What follows belongs to an exercise in optimizing a design on an open flow for small area; a production flow would make more cautious choices.
In this exercise RTL edits were held to simulation tests only and were not proved equivalent to the original.
Power is estimated from default activity; no workload was simulated.

==> flow/design.v (excerpt) <==
module sampler_top (
    input  logic                  clk_500,
    input  logic                  rst,
    input  sampler_pkg::ch_bits_t ch_n,          
    input  logic                  trig,          
    input  logic                  event_saved,   
    output sampler_pkg::capture_t evt            
);
    sampler_pkg::ch_bits_t det_n;   
    logic [sampler_pkg::N_CH*sampler_pkg::WINDOW-1:0] window_n;   
    logic [7:1] lo_q;               
    logic [9:1] hi_q;               
    logic [9:1] hi_d;               
    logic       ready;              
    logic [sampler_pkg::WINDOW-1:0] take_n;   
    for (genvar c = 0; c < sampler_pkg::N_CH; c++) begin : g_sync
        pulse_sync i_pulse_sync (
            .clk_500 (clk_500),
            .rst     (rst),
            .pulse_n (ch_n[c]),
            .det_n   (det_n[c])
        );
    end
    window_shifter i_window_shifter (
        .clk_500  (clk_500),
        .rst      (rst),
        .det_n    (det_n),
        .window_n (window_n),
        .lo_q     (lo_q),
        .hi_q     (hi_q),
        .hi_d     (hi_d)
    );
    event_capture i_event_capture (
        .clk_500     (clk_500),
        .rst         (rst),
        .lo_q        (lo_q),
        .hi_d        (hi_d),
        .trig        (trig),
        .event_saved (event_saved),
        .ready       (ready),
        .take_n      (take_n)
    );
    logic [sampler_pkg::N_CH*sampler_pkg::WINDOW-1:0] frame;
    for (genvar i = 0; i < sampler_pkg::N_CH*sampler_pkg::WINDOW; i++) begin : g_out
        evt_gate i_evt_gate (
            .win_n  (window_n[i]),
            .take_n (take_n[i % sampler_pkg::WINDOW]),
            .evt    (frame[i])
        );
    end
    assign evt = {ready, frame};
endmodule
Size in the first run: ~2400 cells after synthesis, roughly 1100 flip-flops, ~1000 I/O pins, about 28000 sq um of cells after synthesis.
Settings: LEC_CHECK=0, ABC_AREA=1, ABC_CLOCK_PERIOD_IN_PS=100000, CAP_MARGIN=20, CORE_AREA=2 2 214 214, DIE_AREA=0 0 216 216, SETUP_SLACK_MARGIN=0.05, SLEW_MARGIN=20, SYNTH_HIERARCHICAL=1; clock period 3.0 ns.
standard.sh (not shown) runs the stock make flow with config.mk's settings and CLKGATE_MAP_FILE= SYNTH_SCRIPT=/design/flow/synth_recipe.tcl, a recipe that flattens the netlist after the stock synthesis.
==> flow/flow/run.sh <==
#!/bin/bash
# Standard ORFS layout (standard.sh, unchanged synthesis) with four changes:
#  - the port buffers are the smallest buffer (buf_1) instead of the delay
#    buffer buffer_ports picks by default;
#  - pins may sit one routing track apart, so a small square die fits all
#    1045 ports;
#  - timing-driven global placement does not keep the buffers its internal
#    repair_design inserts (later repair steps fix any real violation);
#  - CTS uses clkbuf_8 with larger sink clusters and inserts no dummy loads.
# Each ORFS step logs to orfs/logs/; make's own output goes to standard.log.
set -uo pipefail
export BUFFER_PORTS_ARGS="-buffer_cell sky130_fd_sc_hd__buf_1"
export PLACE_PINS_ARGS="-min_distance 1 -min_distance_in_tracks"
export GPL_KEEP_OVERFLOW=0
export CTS_ARGS="-sink_clustering_enable -repair_clock_nets -dont_use_dummy_load -buf_list {sky130_fd_sc_hd__clkbuf_8} -sink_clustering_size 21 -sink_clustering_max_diameter 48"
bash standard.sh > standard.log 2>&1
The first run finished clean.
Edit:
- SETUP_SLACK_MARGIN: 0.05 -> unset
Effect: Power barely changes. Design area barely changes. Routed wire length stays flat. Clock skew is about the same. Area after synthesis does not change. Setup slack got worse by 0.037 ns. Critical path depth does not change. Clock power hardly moves. Hold slack hardly moves. Sequential power is about the same. Sequential share of layout area stays flat.
Edit:
--- a/flow/flow/run.sh
+++ b/flow/flow/run.sh
@@ -2 +2 @@
-# Standard ORFS layout (standard.sh, unchanged synthesis) with four changes:
+# Standard ORFS layout (standard.sh, unchanged synthesis) with three changes:
@@ -7,2 +6,0 @@
-#  - timing-driven global placement does not keep the buffers its internal
-#    repair_design inserts (later repair steps fix any real violation);
- SETUP_SLACK_MARGIN: unset -> 0.05
What happened:
- clock-buffer cell count stays the same
- clock power hardly moves
- final cell count stays the same
- synthesized cell count stays the same
- total power hardly moves
- die area stays the same
- routed wire length is about the same
- clock skew hardly moves
- hold slack is about the same
- sequential cell count is unchanged
- non-clock buffer count is unchanged
Edit:
--- a/flow/flow/run.sh
+++ b/flow/flow/run.sh
@@ -12 +11,0 @@
-export GPL_KEEP_OVERFLOW=0
What happened: Clock skew rises by 0.011 ns; total power rises by about 0.36%; maximum frequency decreases by about 0.7%; sequential share of layout area fell by 0.41 points; wire length increases by about 2%; worst setup slack gets worse by 0.020 ns; cell area goes up by about 0.5%; synthesized cell count does not change; first-iteration DRC count rose by about 20%; die area does not change.

* * *

Setup of run a:
sampler_top, a different RTL version from the one above (not shown whole).
Size in the first run: roughly 2400 cells after synthesis, roughly 1000 I/O pins, about 0.028 mm2 of cells after synthesis.
==> flow/config.mk <==
export PLATFORM = sky130hd
export DESIGN_NAME = sampler_top
export DESIGN_NICKNAME = sampler_top
export VERILOG_FILES = /design/flow/design.v
export SDC_FILE = /design/flow/constraint.sdc
export NUM_CORES = 4
export LEC_CHECK = 0
export ABC_AREA = 1
export ABC_CLOCK_PERIOD_IN_PS = 100000
export CAP_MARGIN = 0
export CORE_AREA = 2 2 214 214
export DIE_AREA = 0 0 216 216
export SETUP_SLACK_MARGIN = 0.05
export SLEW_MARGIN = 0
export SYNTH_HIERARCHICAL = 1
==> flow/constraint.sdc <==
create_clock -name core_clock -period 3.0 [get_ports {clk_500}]
set_input_delay 0.6000 -clock core_clock [delete_from_list [all_inputs] [get_ports {clk_500}]]
set_output_delay 0.6000 -clock core_clock [all_outputs]
set_load 0.01 [all_outputs]
==> flow/flow/run.sh <==
#!/bin/bash
# Standard ORFS layout (standard.sh, unchanged synthesis) with three changes:
#  - the port buffers are the smallest buffer (buf_1) instead of the delay
#    buffer buffer_ports picks by default;
#  - pins may sit one routing track apart, so a small square die fits all
#    1045 ports;
#  - CTS uses clkbuf_8 with larger sink clusters and inserts no dummy loads.
# Each ORFS step logs to orfs/logs/; make's own output goes to standard.log.
set -uo pipefail
export BUFFER_PORTS_ARGS="-buffer_cell sky130_fd_sc_hd__buf_1"
export PLACE_PINS_ARGS="-min_distance 1 -min_distance_in_tracks"
export CTS_ARGS="-sink_clustering_enable -repair_clock_nets -dont_use_dummy_load -buf_list {sky130_fd_sc_hd__clkbuf_8} -sink_clustering_size 20 -sink_clustering_max_diameter 45"
bash standard.sh > standard.log 2>&1
Run a finished all stages; the layout is clean.
Relative to run a, the following input files were edited for run b:
# run a
export LEC_CHECK = 0
export ABC_AREA = 1
export ABC_CLOCK_PERIOD_IN_PS = 100000
export CAP_MARGIN = 0
export CORE_AREA = 2 2 214 214
export DIE_AREA = 0 0 216 216
export SETUP_SLACK_MARGIN = 0.05
export SLEW_MARGIN = 0
export SYNTH_HIERARCHICAL = 1
create_clock -name core_clock -period 3.0 [get_ports {clk_500}]
# run b
export LEC_CHECK = 0
export ABC_AREA = 1
export ABC_CLOCK_PERIOD_IN_PS = 100000
export CAP_MARGIN = 20
export CORE_AREA = 2 2 214 214
export DIE_AREA = 0 0 216 216
export GPL_TIMING_DRIVEN = 0
export SETUP_SLACK_MARGIN = 0.05
export SLEW_MARGIN = 20
export SYNTH_HIERARCHICAL = 1
create_clock -name core_clock -period 3.0 [get_ports {clk_500}]
==> flow/flow/run.sh <==
#!/bin/bash
# Standard ORFS layout with two changes: the port buffers are the smallest
# buffer (buf_1) instead of the delay buffer buffer_ports picks by default,
# and CTS inserts no dummy loads. Each ORFS step logs to orfs/logs/; make's
# own output goes to standard.log.
set -uo pipefail
export BUFFER_PORTS_ARGS="-buffer_cell sky130_fd_sc_hd__buf_1"
export PLACE_PINS_ARGS="-min_distance 1 -min_distance_in_tracks"
export CTS_ARGS="-sink_clustering_enable -repair_clock_nets -dont_use_dummy_load -buf_list {sky130_fd_sc_hd__clkbuf_8} -sink_clustering_size 20 -sink_clustering_max_diameter 45"
bash standard.sh > standard.log 2>&1
==> comparison <==
Although run b finished all stages, its layout failed final checks on negative setup slack.
Last weighted congestion value of the routability-driven placer was higher in the run labelled run a.
[compare] base=run a new=run b: critical path's largest stage delay higher, final critical path time including I/O delays and setup up 0.16 ns.
When the final numbers for run a and run b were put side by side, the clock share of power turned out to be smaller in run b.

* * *

The RTL this note starts from:
==> flow/design.v <==
`default_nettype none
package sampler_pkg;
    localparam int N_CH            = 16;   
    localparam int WINDOW          = 64;   
    localparam int SYNC_STAGES_DEF = 2;    
    typedef logic [N_CH-1:0] ch_bits_t;
    typedef logic [WINDOW-1:0] window_t;
    typedef window_t [N_CH-1:0] frame_t;
    typedef struct packed {
        logic   ready;   
        frame_t frame;   
    } capture_t;
endpackage
`default_nettype wire
`timescale 1ns/10ps
`default_nettype none
module pulse_sync (
    input  logic clk_500,
    input  logic rst,
    input  logic pulse_n,   
    output logic det_n      
);
    logic s0_q;    
    logic s1_q;    
    logic s2_q;    
    logic s3_q;    
    logic s4_nq;   
    always_ff @(posedge clk_500) begin
        s0_q  <= ~(rst | pulse_n);
        s1_q  <= s0_q;
        s2_q  <= s1_q;
        s3_q  <= s2_q;
        s4_nq <= ~s3_q;
    end
    assign det_n = ~(s3_q & s4_nq);
endmodule
`default_nettype wire
`timescale 1ns/10ps
`default_nettype none
module window_shifter (
    input  logic                  clk_500,
    input  logic                  rst,
    input  sampler_pkg::ch_bits_t det_n,    
    output logic [sampler_pkg::N_CH*sampler_pkg::WINDOW-1:0] window_n,   
    output logic [7:1]            lo_q,     
    output logic [9:1]            hi_q      
);
    localparam int W = sampler_pkg::WINDOW;
    logic [sampler_pkg::N_CH*W-1:0] hist_nq;   
    always_ff @(posedge clk_500) begin
        for (int c = 0; c < sampler_pkg::N_CH; c++) begin
            hist_nq[c*W +: W] <= {det_n[c], hist_nq[c*W+1 +: W-1]};
        end
    end
    assign window_n = hist_nq;
    always_ff @(posedge clk_500) begin
        if (rst) begin
            lo_q <= '0;
            hi_q <= '0;
        end else begin
            lo_q <= lo_q[7] ? 7'd0 : {lo_q[6:1], 1'b1};
            hi_q <= hi_q | ({hi_q[8:1], 1'b1} & {9{lo_q[7]}});
        end
    end
endmodule
`default_nettype wire
`timescale 1ns/10ps
`default_nettype none
module event_capture (
    input  logic                  clk_500,
    input  logic                  rst,
    input  logic [7:1]            lo_q,          
    input  logic [9:1]            hi_q,
    input  logic                  trig,          
    input  logic                  event_saved,   
    output logic                  ready,         
    output logic [sampler_pkg::WINDOW-1:0] take_n   
);
    localparam int W = sampler_pkg::WINDOW;
    logic       reading_q;   
    logic       waiting_q;   
    logic [9:0] ready_q;     
    logic [9:1] hi_d;        
    assign hi_d = hi_q | ({hi_q[8:1], 1'b1} & {9{lo_q[7]}});
    always_ff @(posedge clk_500) begin
        if (rst) begin
            reading_q <= 1'b0;
            waiting_q <= 1'b0;
            ready_q   <= '0;
        end else begin
            reading_q <= trig & ~reading_q & ~waiting_q;
            waiting_q <= reading_q | (waiting_q & ~event_saved);
            ready_q   <= {hi_d, 1'b1} & {10{reading_q}};
        end
    end
    logic [10:0] hi_r;   
    logic [7:0] lo_ge;   
    assign hi_r  = {1'b0, ready_q};
    assign lo_ge = {lo_q, 1'b1};
    for (genvar b = 0; b < W; b++) begin : g_take
        localparam int K = W + 4 - b;   
        assign take_n[b] = ~(hi_r[K/8+1] | (hi_r[K/8] & lo_ge[K%8]));
    end
    assign ready = ready_q[0];
endmodule
`default_nettype wire
`timescale 1ns/10ps
`default_nettype none
module sampler_top (
    input  logic                  clk_500,
    input  logic                  rst,
    input  sampler_pkg::ch_bits_t ch_n,          
    input  logic                  trig,          
    input  logic                  event_saved,   
    output sampler_pkg::capture_t evt            
);
    sampler_pkg::ch_bits_t det_n;   
    logic [sampler_pkg::N_CH*sampler_pkg::WINDOW-1:0] window_n;   
    logic [7:1] lo_q;               
    logic [9:1] hi_q;               
    logic       ready;              
    logic [sampler_pkg::WINDOW-1:0] take_n;   
    for (genvar c = 0; c < sampler_pkg::N_CH; c++) begin : g_sync
        pulse_sync i_pulse_sync (
            .clk_500 (clk_500),
            .rst     (rst),
            .pulse_n (ch_n[c]),
            .det_n   (det_n[c])
        );
    end
    window_shifter i_window_shifter (
        .clk_500  (clk_500),
        .rst      (rst),
        .det_n    (det_n),
        .window_n (window_n),
        .lo_q     (lo_q),
        .hi_q     (hi_q)
    );
    event_capture i_event_capture (
        .clk_500     (clk_500),
        .rst         (rst),
        .lo_q        (lo_q),
        .hi_q        (hi_q),
        .trig        (trig),
        .event_saved (event_saved),
        .ready       (ready),
        .take_n      (take_n)
    );
    logic [sampler_pkg::N_CH*sampler_pkg::WINDOW-1:0] frame;
    for (genvar i = 0; i < sampler_pkg::N_CH*sampler_pkg::WINDOW; i++) begin : g_out
        evt_gate i_evt_gate (
            .win_n  (window_n[i]),
            .take_n (take_n[i % sampler_pkg::WINDOW]),
            .evt    (frame[i])
        );
    end
    assign evt = {ready, frame};
endmodule
`default_nettype wire
`default_nettype none
module evt_gate (
    input  logic win_n,    
    input  logic take_n,   
    output logic evt       
);
    assign evt = ~(win_n | take_n);
endmodule
`default_nettype wire
clock: 3.0 ns
lec_check: 0
abc_area: 1
abc_clock_period_in_ps: 100000
cap_margin: 20
core_area: 2 2 214 214
die_area: 0 0 216 216
slew_margin: 20
synth_hierarchical: 1
==> flow/flow/run.sh <==
#!/bin/bash
# Standard ORFS layout (standard.sh, unchanged synthesis) with three changes:
#  - the port buffers are the smallest buffer (buf_1) instead of the delay
#    buffer buffer_ports picks by default;
#  - pins may sit one routing track apart, so a small square die fits all
#    1045 ports;
#  - CTS uses clkbuf_8 with larger sink clusters and inserts no dummy loads.
# Each ORFS step logs to orfs/logs/; make's own output goes to standard.log.
set -uo pipefail
export BUFFER_PORTS_ARGS="-buffer_cell sky130_fd_sc_hd__buf_1"
export PLACE_PINS_ARGS="-min_distance 1 -min_distance_in_tracks"
export CTS_ARGS="-sink_clustering_enable -repair_clock_nets -dont_use_dummy_load -buf_list {sky130_fd_sc_hd__clkbuf_8} -sink_clustering_size 20 -sink_clustering_max_diameter 45"
bash standard.sh > standard.log 2>&1
Rerun with:
- CORE_AREA: 2 2 214 214 -> 2 2 210 210
- DIE_AREA: 0 0 216 216 -> 0 0 212 212
- SETUP_SLACK_MARGIN: not set -> 0.05
After rerunning:
- The new run died in global routing (5_1_grt) on GRT-0116
- synthesized area stays the same
- synthesized cell count is unchanged
Rerun with:
- CORE_AREA: 2 2 210 210 -> 2 2 214 214
- DIE_AREA: 0 0 212 212 -> 0 0 216 216
This time the run passed the timing, design-rule and antenna checks.
Synthesized area is unchanged.
Synthesized cell count stays the same.
Rerun with:
--- a/flow/flow/run.sh
+++ b/flow/flow/run.sh
@@ -12 +12 @@
-export CTS_ARGS="-sink_clustering_enable -repair_clock_nets -dont_use_dummy_load -buf_list {sky130_fd_sc_hd__clkbuf_8} -sink_clustering_size 20 -sink_clustering_max_diameter 45"
+export CTS_ARGS="-sink_clustering_enable -repair_clock_nets -dont_use_dummy_load -buf_list {sky130_fd_sc_hd__clkbuf_4} -sink_clustering_size 11 -sink_clustering_max_diameter 30"
What happened: The new run completed, yet does not pass: negative setup slack; non-clock buffer count rose by 36; flip-flop and latch count stays the same; total power stays flat; setup slack degrades by 0.23 ns; synthesized area stays the same; routed wire length rose by 2.7%; global-route usage rose by 1.1 points.
Rerun with:
--- a/flow/flow/run.sh
+++ b/flow/flow/run.sh
@@ -12 +12 @@
-export CTS_ARGS="-sink_clustering_enable -repair_clock_nets -dont_use_dummy_load -buf_list {sky130_fd_sc_hd__clkbuf_4} -sink_clustering_size 11 -sink_clustering_max_diameter 30"
+export CTS_ARGS="-sink_clustering_enable -repair_clock_nets -dont_use_dummy_load -buf_list {sky130_fd_sc_hd__clkbuf_8} -sink_clustering_size 21 -sink_clustering_max_diameter 48"
After rerunning: Now the flow completed with no timing, DRC or antenna violations; clock skew increases by 0.0086 ns; routed wire length decreases by 4.3%; final area decreases by 2.1%; maximum frequency increases by 8.1%; sequential power barely changes.
Rerun with:
==> flow/flow/run.sh (replaced) <==
#!/bin/bash
# Standard ORFS layout with two changes: the port buffers are the smallest
# buffer (buf_1) instead of the delay buffer buffer_ports picks by default,
# and CTS inserts no dummy loads. Each ORFS step logs to orfs/logs/; make's
# own output goes to standard.log.
set -uo pipefail
export BUFFER_PORTS_ARGS="-buffer_cell sky130_fd_sc_hd__buf_1"
export PLACE_PINS_ARGS="-min_distance 1 -min_distance_in_tracks"
export CTS_ARGS="-sink_clustering_enable -repair_clock_nets -dont_use_dummy_load -buf_list {sky130_fd_sc_hd__clkbuf_8} -sink_clustering_size 20 -sink_clustering_max_diameter 45"
bash standard.sh > standard.log 2>&1
Effect: Maximum frequency barely changes; die area stays the same; clock skew went down by 0.014 ns; power went up by 1.7%; count of clock-buffer cells in the layout went up by 9; register-to-register slack gains 0.05 ns; core utilization increases by 0.24 points; worst setup slack stays flat; wire length grows by 1.7%; first-iteration DRC count climbs by 1.4%; final cell count is about the same.

[separate check: timing with driven ports]
In the flow no input, the clock included, has a driving cell. The finished layouts below were timed again as built, in two steps. Step 1, drivers: a clkbuf_16 drives clk_500 and a buf_2 each remaining input, both assumed. Step 2 adds t to the input delays and takes it off the output delays; t is the mean of the earliest and latest rising clock arrival at the registers after step 1. Input paths then give back, and output paths get back, about the clock's delay inside the block. Slacks: ideal ports / drivers / drivers and shift; pairs: ideal ports / drivers.
run | t, ns | slack for setup (ns) | worst hold slack (ns) | clock arrival spread, ns
the first run of note 1 | 0.702 | 0.147 / 0.090 / 0.792 | 0.073 / 0.043 / 0.295 | 0.059 / 0.060
the second run of note 1 | 0.700 | 0.110 / 0.054 / 0.753 | 0.073 / 0.047 / 0.296 | 0.061 / 0.061
the third run of note 1 | 0.702 | 0.147 / 0.090 / 0.792 | 0.073 / 0.043 / 0.295 | 0.059 / 0.060
the fourth run of note 1 | 0.710 | 0.126 / 0.069 / 0.778 | 0.059 / 0.050 / 0.305 | 0.083 / 0.083
run a | 0.742 | 0.152 / 0.093 / 0.835 | 0.050 / 0.017 / 0.293 | 0.088 / 0.088
run b | 0.731 | -0.012 / -0.068 / 0.663 | 0.054 / 0.021 / 0.301 | 0.093 / 0.093
the first run of note 3 | 0.746 | 0.152 / 0.092 / 0.839 | 0.051 / 0.016 / 0.291 | 0.089 / 0.089
the third run of note 3 | 0.742 | 0.152 / 0.093 / 0.835 | 0.050 / 0.017 / 0.293 | 0.088 / 0.088
the fourth run of note 3 | 0.980 | -0.081 / -0.138 / 0.842 | 0.286 / 0.286 / 0.286 | 0.081 / 0.082
the fifth run of note 3 | 0.706 | 0.150 / 0.093 / 0.799 | 0.054 / 0.021 / 0.274 | 0.079 / 0.078
the sixth run of note 3 | 0.742 | 0.152 / 0.093 / 0.835 | 0.050 / 0.017 / 0.293 | 0.088 / 0.088
